Source: an optimization exercise on an open RTL-to-GDS flow (aim: small area). Production flows keep margins and buffers that such runs may drop.
The RTL was checked by simulation tests, not by an equivalence proof against the original design.
No activity file was given, so power comes from the tool's default toggle rates.

===== design/flow/flow/run.sh =====
#!/bin/bash
# Own layout flow: the standard flow (standard synthesis unchanged), with
# smaller port buffers and a clock tree without dummy loads. Each tool's output
# goes to a log file of its own here.
set -euo pipefail
export BUFFER_PORTS_ARGS="-buffer_cell sky130_fd_sc_hd__buf_1"
export CTS_ARGS="-sink_clustering_enable -repair_clock_nets -buf_list sky130_fd_sc_hd__clkbuf_16 -sink_clustering_size 30 -sink_clustering_max_diameter 80 -dont_use_dummy_load"
bash standard.sh synth > log_1_synth.txt 2>&1
bash standard.sh finish > log_2_layout.txt 2>&1

===== design/flow/standard.sh =====
#!/bin/bash
# synth_recipe.tcl (not shown) runs the flow's synth.tcl, then flattens the netlist and writes it again
# the make line also repeats each setting of config.mk as NAME=value (left out here)
make -C /OpenROAD-flow-scripts/flow DESIGN_CONFIG=/design/flow/config.mk WORK_HOME=/design/flow/orfs CLKGATE_MAP_FILE= SYNTH_SCRIPT=/design/flow/synth_recipe.tcl "${@:-finish}"

===== design/flow/config.mk =====
export PLATFORM = sky130hd
export DESIGN_NAME = rvCore
export DESIGN_NICKNAME = rvCore
export VERILOG_FILES = /design/flow/design.v
export SDC_FILE = /design/flow/constraint.sdc
export NUM_CORES = 4
export LEC_CHECK = 0
export CAP_MARGIN = 20
export CORE_MARGIN = 2
export CORE_UTILIZATION = 40
export PLACE_DENSITY = 0.6
export SLEW_MARGIN = 20

===== design/flow/constraint.sdc =====
create_clock -name core_clock -period 7.0 [get_ports {clk}]
set_input_delay 1.4000 -clock core_clock [delete_from_list [all_inputs] [get_ports {clk}]]
set_output_delay 1.4000 -clock core_clock [all_outputs]
set_load 0.01 [all_outputs]

===== design/flow/design.v =====
package rvIsaPkg;
	typedef logic [31:0] wordT;
	typedef logic [31:0] addrT;
	typedef logic [4:0]  regIdxT;
	localparam logic [6:0] OpReg    = 7'b0110011;
	localparam logic [6:0] OpImm    = 7'b0010011;
	localparam logic [6:0] OpLoad   = 7'b0000011;
	localparam logic [6:0] OpStore  = 7'b0100011;
	localparam logic [6:0] OpBranch = 7'b1100011;
	localparam logic [6:0] OpJal    = 7'b1101111;
	localparam logic [2:0] Funct3Beq = 3'b000;
	localparam logic [2:0] Funct3Bne = 3'b001;
	localparam logic [2:0] Funct3Add = 3'b000;
	localparam logic [2:0] Funct3Slt = 3'b010;
	localparam logic [2:0] Funct3Xor = 3'b100;
	localparam logic [2:0] Funct3Or  = 3'b110;
	localparam logic [2:0] Funct3And = 3'b111;
	localparam int Funct7Sub = 5;
	typedef enum logic [2:0] {
		AluAdd,
		AluSub,
		AluAnd,
		AluOr,
		AluXor,
		AluSlt
	} aluOpT;
endpackage
package rvPipePkg;
	localparam logic [31:0]      ResetPc = 32'h0000_0000;
	localparam logic [31:0]      PcStep  = 32'd4;
	localparam logic [4:0] ZeroReg = 5'd0;
	typedef struct packed {
		logic            regWrite;
		logic            memRead;
		logic            memWrite;
		logic            aluImm;
		logic            aluPc;
		logic [2:0] aluOp;
	} ctrlT;
	typedef struct packed {
		ctrlT             ctrl;
		logic [31:0]      pc;
		logic [31:0]   rs1Val;
		logic [31:0]   rs2Val;
		logic [31:0]   imm;
		logic [4:0] rs1;
		logic [4:0] rs2;
		logic [4:0] rd;
	} decExT;
	typedef struct packed {
		logic [31:0]   aluOut;
		logic [31:0]   storeData;
		logic [4:0] rd;
		logic             regWrite;
		logic             memRead;
		logic             memWrite;
	} exMemT;
	typedef struct packed {
		logic             regWrite;
		logic [4:0] rd;
		logic [31:0]   data;
	} wbT;
endpackage
`timescale 1ns/1ps
module rvAlu (
	input  logic [31:0] opX,
	input  logic [31:0] opY,
	input  logic [2:0]  fn,
	input  logic        doSub,
	output logic [31:0] aluOut
);
	logic        sub, isSlt, keepP, keepC, keepG, lt;
	logic [31:0] y, p, g, gg, pp, c;
	assign isSlt = fn == 3'b010;
	assign sub   = doSub || isSlt;
	assign y     = opY ^ {32{sub}};
	assign p     = opX ^ y;
	assign g     = opX & y;
	always_comb begin
		gg = g;
		pp = p;
		gg[0] = g[0] | (p[0] & sub);
		for (int d = 1; d < 32; d = d * 2) begin
			for (int i = 2 * d - 1; i < 32; i = i + 2 * d) begin
				gg[i] = gg[i] | (pp[i] & gg[i - d]);
				pp[i] = pp[i] & pp[i - d];
			end
		end
		for (int d = 8; d >= 1; d = d / 2) begin
			for (int i = 3 * d - 1; i < 32; i = i + 2 * d) begin
				gg[i] = gg[i] | (pp[i] & gg[i - d]);
			end
		end
	end
	assign c = {gg[30:0], sub};
	assign keepC = fn == 3'b000 || isSlt;
	assign keepP = fn == 3'b000 || fn == 3'b100 || fn == 3'b110;
	assign keepG = fn == 3'b110 || fn == 3'b111;
	assign lt    = (opX[31] ^ opY[31]) ? opX[31] : (p[31] ^ c[31]);
	always_comb begin
		aluOut = ((p & {32{keepP}}) ^ (c & {32{keepC && !isSlt}})) | (g & {32{keepG}});
		aluOut[0] = aluOut[0] | (isSlt & lt);
	end
endmodule
`timescale 1ns/1ps
module rvCore (
	input  logic           clk,
	input  logic           rstN,
	input  rvIsaPkg::wordT InstrData,
	input  rvIsaPkg::wordT MemData,
	output rvIsaPkg::addrT PC,
	output rvIsaPkg::addrT RWAddress,
	output rvIsaPkg::wordT WriteData,
	output logic           MemRead,
	output logic           MemWrite
);
	localparam int NumRegs = 31;
	localparam int TapB    = 16;
	localparam logic [1:0] StFirst  = 2'd0;   
	localparam logic [1:0] StSecond = 2'd1;   
	localparam logic [1:0] StMem    = 2'd2;   
	localparam logic [1:0] StWb     = 2'd3;   
	logic [NumRegs*32-1:0] ring;
	logic [4:0]  cnt;       
	logic [1:0]  state;
	logic        go;        
	logic        selA;      
	logic        selB;      
	logic [31:0] acc;
	logic [29:0] pcHi;
	logic [31:0] ins;
	logic [4:0]  rs1, rs2, rd;
	logic [2:0]  f3;
	logic        isReg, isImm, isLoad, isStore, isBranch, isJal, wrRd;
	logic [1:0]  stateNext;
	logic [4:0]  cntNext, cntNextB, srcNext;
	logic        goNext, needSrc;
	logic [31:0] tap, opX, opY, imm, aluOut;
	logic        usePc, useAcc, useImm, useMem, doSub, taken, eqFlag;
	logic [2:0]  fn;
	assign ins = InstrData;
	assign rs1 = ins[19:15];
	assign rs2 = ins[24:20];
	assign rd  = ins[11:7];
	assign f3  = ins[14:12];
	assign isJal    = ins[2];
	assign isBranch = ins[6] & ~ins[2];
	assign isReg    = ins[5] & ins[4];
	assign isImm    = ~ins[5] & ins[4];
	assign isLoad   = ~ins[5] & ~ins[4];
	assign isStore  = ~ins[6] & ins[5] & ~ins[4];
	assign wrRd     = (isReg | isImm | isLoad | isJal) && rd != 5'd0;
	always_comb begin
		stateNext = state;
		if (go) begin
			case (state)
				StFirst:  stateNext = isLoad ? StMem : (isReg | isBranch | isStore) ? StSecond : StWb;
				StSecond: stateNext = StWb;
				StMem:    stateNext = StWb;
				default:  stateNext = StFirst;
			endcase
		end
	end
	assign cntNext  = (cnt == 5'(NumRegs)) ? 5'd1 : cnt + 5'd1;
	assign cntNextB = (cntNext > 5'(NumRegs - TapB)) ? cntNext - 5'(NumRegs - TapB)
		: cntNext + 5'(TapB);
	assign srcNext = (stateNext == StFirst) ? ((isReg | isBranch) ? rs2 : rs1)
		: (isStore ? rs2 : rs1);
	assign needSrc = (stateNext == StFirst && !isJal) || stateNext == StSecond;
	always_comb begin
		case (stateNext)
			StMem:   goNext = 1'b1;
			StWb:    goNext = !wrRd || rd == cntNext;
			default: goNext = !needSrc || srcNext == 5'd0 || srcNext == cntNext || srcNext == cntNextB;
		endcase
	end
	always_ff @(posedge clk) begin
		if (!rstN) begin
			cnt   <= 5'd1;
			state <= StFirst;
			go    <= 1'b0;
			selA  <= 1'b0;
			selB  <= 1'b0;
		end else begin
			cnt   <= cntNext;
			state <= stateNext;
			if (state == StWb && go) begin
				go   <= 1'b0;
				selA <= 1'b0;
				selB <= 1'b0;
			end else begin
				go   <= goNext;
				selA <= needSrc && srcNext != 5'd0 && srcNext == cntNext;
				selB <= needSrc && srcNext != 5'd0 && srcNext == cntNextB;
			end
		end
	end
	assign tap   = ({32{selA}} & ring[31:0]) | ({32{selB}} & ring[TapB*32 +: 32]);
	always_ff @(posedge clk) begin
		if (state == StSecond) eqFlag <= aluOut == 32'd0;
	end
	assign taken = eqFlag ^ f3[0];
	always_comb begin
		imm    = 32'd4;
		usePc  = 1'b0;
		useAcc = 1'b1;
		useImm = 1'b0;
		useMem = 1'b0;
		fn     = 3'b000;
		doSub  = 1'b0;
		case (state)
			StFirst: if (go) begin
				useAcc = 1'b0;
				if (isJal) begin
					usePc  = 1'b1;
					useImm = 1'b1;
				end else if (isImm || isLoad || isStore) begin
					useImm = 1'b1;
					imm    = isStore ? {{20{ins[31]}}, ins[31:25], ins[11:7]}
						: {{20{ins[31]}}, ins[31:20]};
					if (isImm) fn = f3;
				end
			end
			StSecond: if (go && !isStore) begin
				fn    = isBranch ? 3'b100 : f3;
				doSub = isReg && ins[30];
			end
			StMem: begin
				useAcc = 1'b0;
				useMem = 1'b1;
			end
			default: if (go) begin
				useAcc = 1'b0;
				usePc  = 1'b1;
				useImm = 1'b1;
				if (isJal) imm = {{11{ins[31]}}, ins[31], ins[19:12], ins[20], ins[30:21], 1'b0};
				else if (isBranch && taken)
					imm = {{19{ins[31]}}, ins[31], ins[7], ins[30:25], ins[11:8], 1'b0};
			end
		endcase
	end
	assign opX = tap | {usePc ? pcHi : 30'd0, 2'b00};
	assign opY = ({32{useAcc}} & acc) | ({32{useImm}} & imm) | ({32{useMem}} & MemData);
	rvAlu rvAlu_inst (.opX(opX), .opY(opY), .fn(fn), .doSub(doSub), .aluOut(aluOut));
	always_ff @(posedge clk) begin
		ring <= {(state == StWb && go && wrRd) ? acc : ring[31:0], ring[NumRegs*32-1:32]};
		acc  <= aluOut;
	end
	always_ff @(posedge clk) begin
		if (!rstN) pcHi <= 30'd0;
		else if (state == StWb && go) pcHi <= aluOut[31:2];
	end
	assign PC        = {pcHi, 2'b00};
	assign RWAddress = acc;
	assign WriteData = tap;
	assign MemRead   = state == StMem;
	assign MemWrite  = state == StSecond && go && isStore;
endmodule

==> impl_metrics.env, run 1 <==
export IMPL_nFillCells=5862
export IMPL_drc_errors=0
export IMPL_ant_nets=0
export IMPL_holdCritPathClass="flop to flop"
export IMPL_synth_seq_cells=1065
export IMPL_ir_drop_uv=266.2
export IMPL_synth_top_cell_area_share=0.7993
export IMPL_min_period_ps=6316
export IMPL_power_mw=10.80
export IMPL_cpPeakStageDelay_ps=490
export IMPL_overflow=0
export IMPL_synth_cells=1829
export IMPL_leakage_nw=11.98
export IMPL_fin_tns_setup_ps=0
export IMPL_dp_cells=2859
export IMPL_postCtsHoldBufs=0
export IMPL_clk_path_buf_depth=3
export IMPL_ys_seq_area_frac=0.8004
export IMPL_area_delta_synth_final_pct=11.70
export IMPL_drive_gt1_frac=0.08632
export IMPL_final_core_util=0.4520
export IMPL_drv_slew=0
export IMPL_cts_inserted_buffers=44
export IMPL_crit_chain="buf_1, xor2_1, a21oi_1, o21ai_0, and2_1, buf_4, a222oi_1, xnor2_1, ha_1, a21oi_1, o21ai_0, a222oi_1, a2bb2oi_1, and3_1, nor3_1, a211oi_1, buf_4, nand4b_1, nor4_2, nand4_1, nor4_2"
export IMPL_path_class="primary input to flop"
export IMPL_met2_length_um=24590
export IMPL_die_y_um=262.1
export IMPL_required_ps=7350
export IMPL_synth_common_cells="1,064 x dfxtp_1, 93 x nand2_1, 53 x a22o_1"
export IMPL_max_cap_viol_count=0
export IMPL_avgRoutedWirePerCell_um=18.83
export IMPL_via_per_inst=4.679
export IMPL_run_status="finished clean"
export IMPL_cp_max_fo=12
export IMPL_first_iter_violations=938
export IMPL_grt_max_degree=34
export IMPL_vias=13592
export IMPL_wl_um=54700
export IMPL_path_clk_slew_ps=100
export IMPL_period_share=0.9022
export IMPL_start_util=0.4046
export IMPL_post_route_worst_setup_slack_ps=684.3
export IMPL_fin_nets=2148
export IMPL_synth_most_common_cell="dfxtp_1"
export IMPL_synth_area_um2=26650
export IMPL_cp_arrival_ps=6660
export IMPL_grt_pass1_vias=13557
export IMPL_synthTopCellsByArea="dfxtp_1 80%, ha_1 1.9%, a22o_1 1.7%, xnor2_1 1.5%, mux2_2 1.5%"
export IMPL_slew_headroom=0.2363
export IMPL_tightest_slew_ps=1131
export IMPL_stdcell_area_um2=29770
export IMPL_die_w_um=262.1
export IMPL_yosys_warnings=2
export IMPL_design_core_area_um2=65860
export IMPL_finClkSkew_ps=59.54
export IMPL_critPathSlowestCell="a222oi_1"
export IMPL_cts_resized=0
export IMPL_cts_root_buf="clkbuf_16"
export IMPL_final_cells=2905
export IMPL_io_buffers=158
export IMPL_wl_met1_um=25520
export IMPL_synthFlopType="dfxtp_1"
export IMPL_row_count=94
export IMPL_place_congestion=0.8488
export IMPL_insertion_delay_ps=580
export IMPL_hold_ws_ps=253.8
export IMPL_synth_edf_count=1
export IMPL_detailed_place_hpwl_um=38300
export IMPL_setup_violations=0
export IMPL_cts_sinks=1065
export IMPL_final_hold_violation_count=0
export IMPL_top_layer_used="met5"
export IMPL_htree_levels=2
export IMPL_antenna_found_initial=3
export IMPL_grt_first_pass_wirelength_um=82270
export IMPL_cts_tree="built"
export IMPL_synth_cell_types=82
export IMPL_die_area_um2=68700
export IMPL_crit_path_start_kind="primary input"
export IMPL_synth_avg_cell_area_um2=14.57
export IMPL_rsz0062_at_grt="no"
export IMPL_fmax_mhz=158.3
export IMPL_power_density_nw_per_um2=362.8
export IMPL_num_io_pins=164
export IMPL_place_area_um2=28660
export IMPL_endpoint_kind="flop"
export IMPL_place_ws_ps=236.9
export IMPL_grt_usage=0.1586
export IMPL_yosysTopAreaCell="dfxtp_1"
export IMPL_drt_first_pass_iters=8
export IMPL_dr_wl_met3_um=2763
export IMPL_post_cts_setup_buffers=0
export IMPL_synthArstFlopShare=0
## placed cells by master, fill, tap and decap left out, drive strengths merged, types with 4 or more instances in the layout
master / netlist / routed
a221oi: 14 / 14
and2: 15 / 15
xnor2: 47 / 47
a31oi: 10 / 10
o31ai: 5 / 5
nand3: 22 / 22
and3: 11 / 11
a222oi: 21 / 21
a21oi: 51 / 51
a211o: 4 / 4
o211ai: 5 / 5
nor4: 6 / 6
nand2b: 7 / 7
a211oi: 6 / 6
clkbuf: 36 / 44
buf: 20 / 221
a31o: 8 / 8
a311oi: 6 / 6
a21boi: 4 / 4
dfxtp: 1064 / 1064
mux2i: 12 / 12
mux2: 36 / 36
a22o: 53 / 53
or2: 4 / 4
or4: 4 / 4
nand2: 93 / 93
nand4: 5 / 5
nor2: 32 / 32
xor2: 14 / 14
inv: 23 / 23
nor3: 12 / 12
a21o: 34 / 34
ha: 41 / 41
o21ai: 38 / 38
nor2b: 6 / 6
a221o: 4 / 4
o21a: 6 / 6
## state kept, by name, indices dropped and copies added (netlist names)
name	count
acc	32
state	2
eqFlag	1
go	1
selB	1
pcHi	30
ring	992
cnt	5
selA	1
## logic make-up after synthesis
kind of cell,synth area share
DFF,0.8004
AOI/OAI and AO/OA,0.08414
and+or+nand+nor,0.04395
buffers and inverters,0.01183
xor gates and xnor gates,0.02005
muxes,0.01986
adders and majority gates,0.01963
other,0.0001407
## final timing paths
path	startpoint	end	slack [ps]	cells past startpoint
max reg2reg	state[0]$_SDFF_PN0_	eqFlag$_DFFE_PN_	770	20
min	ring[977]$_DFF_P_	ring[945]$_DFF_P_	250	0
min reg2reg	ring[977]$_DFF_P_	ring[945]$_DFF_P_	250	0
max	InstrData[12]	eqFlag$_DFFE_PN_	680	21
## critical path, delay by kind of cell
family | cells | cell delay, ps
buf+inv | 3 | 650
fa+ha+maj | 1 | 360
compound gates | 8 | 2140
xor+xnor | 2 | 420
simple gates | 7 | 1660
## routing by layer
| metal | vias to the layer above | track usage |
|---|---|---|
| met1 | 6560 | 0.2160 |
| met2 | 292 | 0.2541 |
| li1 | 6637 | - |
| met4 | 2 | 0.05461 |
| met3 | 101 | 0.02961 |
| met5 | - | 0 |
## where the power goes
part,internal [mW],switching (mW),leakage (nW)
combinational,0.673,1.04,2.85
sequential,6.19,0.117,8.58
clock,1.13,1.65,0.542
## layout make-up
class	instances	area (um2)	area share
Antenna cell	2	5.005	0.0001681
Timing Repair Buffer	221	1091	0.03665
Inverter	23	86.33	0.002900
Sequential cell	1065	21330	0.7166
Clock buffer	44	1101	0.03699
Tap cell	864	1081	0.03631
Multi-Input combinational cell	686	5071	0.1704
==> run 2: changes to the inputs <==
==> design/flow/run.sh (new file) <==
#!/bin/bash
# synth_recipe.tcl (not shown) runs the flow's synth.tcl, then flattens the netlist and writes it again
# the make line also repeats each setting of config.mk as NAME=value (left out here)
make -C /OpenROAD-flow-scripts/flow DESIGN_CONFIG=/design/flow/config.mk WORK_HOME=/design/flow/orfs CLKGATE_MAP_FILE= SYNTH_SCRIPT=/design/flow/synth_recipe.tcl finish
--- a/design/flow/config.mk
+++ b/design/flow/config.mk
@@ -8,5 +8,8 @@
 export CAP_MARGIN = 20
 export CORE_MARGIN = 2
 export CORE_UTILIZATION = 40
+export CTS_BUF_LIST = sky130_fd_sc_hd__clkbuf_8
+export CTS_CLUSTER_DIAMETER = 60
+export CTS_CLUSTER_SIZE = 16
 export PLACE_DENSITY = 0.6
 export SLEW_MARGIN = 20
removed: design/flow/flow/run.sh
removed: design/flow/standard.sh
==> impl_metrics.env, run 2 <==
export IMPL_run_status="finished clean"
export IMPL_drive_gt1_frac=0.1315
export IMPL_synth_cells=1829
export IMPL_holdCritPathClass="flop to flop"
export IMPL_leakage_nw=12.78
export IMPL_vias=14032
export IMPL_grt_first_pass_wirelength_um=84220
export IMPL_antenna_found_initial=2
export IMPL_synth_area_um2=26650
export IMPL_die_y_um=262.1
export IMPL_cts_root_buf="clkbuf_8"
export IMPL_ant_nets=0
export IMPL_synth_cell_types=82
export IMPL_cts_resized=0
export IMPL_cp_depth=21
export IMPL_crit_end="eqFlag$_DFFE_PN_"
export IMPL_post_cts_setup_buffers=0
export IMPL_holdCritStartpoint="ring[706]$_DFF_P_"
export IMPL_worstReg2RegEnd="eqFlag$_DFFE_PN_"
export IMPL_endpoint_kind="flop"
export IMPL_synth_seq_cells=1065
export IMPL_drc_errors=0
export IMPL_tightest_slew_ps=952.0
export IMPL_fin_nets=2236
export IMPL_htree_levels=3
export IMPL_worst_r2r_cell_count=21
export IMPL_max_cap_viol_count=0
export IMPL_drt_first_pass_iters=10
export IMPL_layout_common_cells="1,062 x dfxtp_1, 158 x clkdlybuf4s50_1, 109 x buf_4, 92 x nand2_1, 82 x clkbuf_8"
export IMPL_final_cells=3009
export IMPL_overflow=0
export IMPL_fin_tns_setup_ps=0
export IMPL_via_per_inst=4.663
export IMPL_crit_chain="clkdlybuf4s50_1, buf_4, or4_4, a2111o_1, nand2_2, buf_12, xnor2_1, ha_1, a21oi_1, o21ai_0, a222oi_1, a2bb2oi_1, buf_4, and3_1, o21ai_1, buf_4, and3_1, a211o_1, nor2_1, nand4_1, nor4_2"
export IMPL_design_core_area_um2=65860
export IMPL_cts_inserted_buffers=81
export IMPL_crit_top_cell="buf_4"
export IMPL_critical_path_buf_inv_count=5
export IMPL_required_ps=7480
export IMPL_cpLargestDelayFamily="compound AO/OA/AOI/OAI gates"
export IMPL_detailed_place_hpwl_um=39030
export IMPL_insertion_delay_ps=710
export IMPL_path_class="primary input to flop"
export IMPL_ys_seq_area_frac=0.8004
export IMPL_wl_um=56150
export IMPL_synthArstFlopShare=0
export IMPL_cp_arrival_ps=6710
export IMPL_cpPeakStageDelay_ps=490
export IMPL_synthFlopType="dfxtp_1"
export IMPL_grt_pass1_vias=14195
export IMPL_synth_most_common_cell="dfxtp_1"
export IMPL_avgRoutedWirePerCell_um=18.66
export IMPL_synth_top_cell_area_share=0.7993
export IMPL_r2r_slack_ps=1150
export IMPL_first_iter_violations=881
export IMPL_setup_violations=0
export IMPL_min_period_ps=6230
export IMPL_synth_edf_count=1
export IMPL_synth_common_cells="1,064 x dfxtp_1, 93 x nand2_1, 53 x a22o_1"
export IMPL_place_congestion=0.8597
export IMPL_drv_slew=0
export IMPL_slew_headroom=0.3640
export IMPL_largest_register="ring"
export IMPL_row_count=94
export IMPL_dp_cells=2910
export IMPL_area_delta_synth_final_pct=17.92
export IMPL_largest_reg_flops=992
export IMPL_power_density_nw_per_um2=357.5
export IMPL_diodes=0
export IMPL_critPathSlowestCell="or4_4"
export IMPL_synth_avg_cell_area_um2=14.57
export IMPL_finClkSkew_ps=52.47
export IMPL_postCtsHoldBufs=0
export IMPL_fmax_mhz=160.5
export IMPL_cts_sinks=1065
export IMPL_clk_path_buf_depth=3
export IMPL_path_clk_slew_ps=90
export IMPL_die_area_um2=68700
export IMPL_final_common_cell="dfxtp_1"
export IMPL_largestRegisters="ring (992), acc (32), pcHi (30)"
export IMPL_ir_drop_uv=170.8
export IMPL_rr_startpoint="state[0]$_SDFF_PN0_"
export IMPL_crit_path_start_kind="primary input"
export IMPL_cp_max_fo=19
export IMPL_num_io_pins=164
export IMPL_io_buffers=158
export IMPL_die_w_um=262.1
export IMPL_synthTopCellsByArea="dfxtp_1 80%, ha_1 1.9%, a22o_1 1.7%, xnor2_1 1.5%, mux2_2 1.5%"
export IMPL_cts_tree="built"
export IMPL_yosys_warnings=2
export IMPL_grt_usage=0.1641
export IMPL_final_hold_violation_count=0
export IMPL_cp_startpoint="InstrData[5]"
export IMPL_start_util=0.4046
export IMPL_grt_max_degree=34
export IMPL_yosysTopAreaCell="dfxtp_1"
export IMPL_rsz0062_at_grt="no"
export IMPL_period_share=0.8900
## run 2: stage by stage
step / setup slack (ps) / utilization / total power [mW] / instance area [um2] / hold WS, ps
after floorplan: 681.3 / - / 7.446 / 26650 / 309.6
after global placement: 120.4 / 0.4566 / 8.364 / 30070 / 309.6
after detailed placement: 99.85 / 0.4566 / 8.378 / 30070 / 312.1
after CTS: 826.6 / 0.4771 / 11.36 / 31420 / 297.3
after global routing: 397.6 / 0.4771 / 11.74 / 31420 / 298.7
final: 770.1 / 0.4771 / 11.23 / 31420 / 291.0
## run 2: area by class of cell
class | count | area [um2]
Fill cell | 5779 | 34440
Sequential cell | 1065 | 21330
Multi-Input combinational cell | 686 | 5071
Timing Repair Buffer | 272 | 2500
Clock buffer | 82 | 1129
Tap cell | 864 | 1081
Clock inverter | 17 | 224.0
Inverter | 23 | 86.33
## run 2: kinds of logic (layout without fill, tap and decap cells)
| family | Yosys count | count (layout) | share of synthesized area |
|---|---|---|---|
| simple gates | 234 | 234 | 0.04395 |
| fa+ha+maj | 42 | 42 | 0.01963 |
| mux | 48 | 48 | 0.01986 |
| other cells | 1 | 2 | 0.0001407 |
| compound gates | 299 | 299 | 0.08414 |
| xor+xnor | 61 | 61 | 0.02005 |
| flops | 1065 | 1065 | 0.8004 |
| buf+inv | 79 | 394 | 0.01183 |
## run 2: power breakdown
part | total, mW | switching, mW | internal, mW
Sequential | 6.30 | 0.121 | 6.18
Clock | 2.99 | 1.84 | 1.15
Combinational | 1.94 | 1.06 | 0.875
Total | 11.2 | 3.02 | 8.21
## run 2: metal layers
metal  routed length [um]  global-route usage  share of wire
met5                    9                   0        0.00016
met4                 1681             0.06607          0.030
met3                 3129             0.03376          0.056
met2                25260              0.2570           0.45
met1                26070              0.2226           0.46
## run 2: worst min path at each step
stage | slack, ps | endpoint | cells past startpoint
final | 290 | ring[674]$_DFF_P_ | 0
after global routing | 300 | ring[674]$_DFF_P_ | 0
after CTS | 300 | ring[674]$_DFF_P_ | 0
after detailed placement | 310 | ring[846]$_DFF_P_ | 0
after global placement | 310 | ring[261]$_DFF_P_ | 0
after floorplan | 310 | ring[0]$_DFF_P_ | 0
## run 2: worst register-to-register path, stage by stage (launching register included)
cell and delay, ps:
dfxtp_1 420, inv_1 90, ha_1 390, nand2b_1 260, and2_2 670, a222oi_1 200, buf_4 210, xnor2_1 120
ha_1 360, a21oi_1 270, o221ai_1 270, a222oi_1 360, a2bb2oi_1 180, buf_4 130, and3_1 240, o21ai_1 140
buf_4 170, and3_1 150, a211o_1 270, nor2_1 190, nand4_1 190, nor4_2 330

[separate check: timing with driven ports]
The flow's constraints put no driver on any port. The routed layouts listed below were extracted and timed again, unchanged, in two steps.
Step 1 sets driving cells, clkbuf_16 on the clock port and buf_2 on the other inputs (assumed; they add their load-dependent delay and slew).
Step 2 moves the port delays by t, midway between the first and last clock arrival at a register: inputs arrive t later, outputs are due t later. That takes back most of the time a late clock gives input paths.
Three values: no drivers, after step 1, after step 2; two values: the first two.
| run | shift t [ns] | setup slack, ns | hold WS [ns] |
|---|---|---|---|
| run 1 | 0.618 | 0.684 / 0.719 / 0.101 | 0.254 / 0.254 / 0.254 |
| run 2 | 0.734 | 0.770 / 0.801 / 0.067 | 0.291 / 0.291 / 0.291 |
After both steps every run listed still meets setup and hold. For run 2, which loses most, drivers alone change the setup slack by +0.031 ns; drivers and shift together by -0.703 ns.
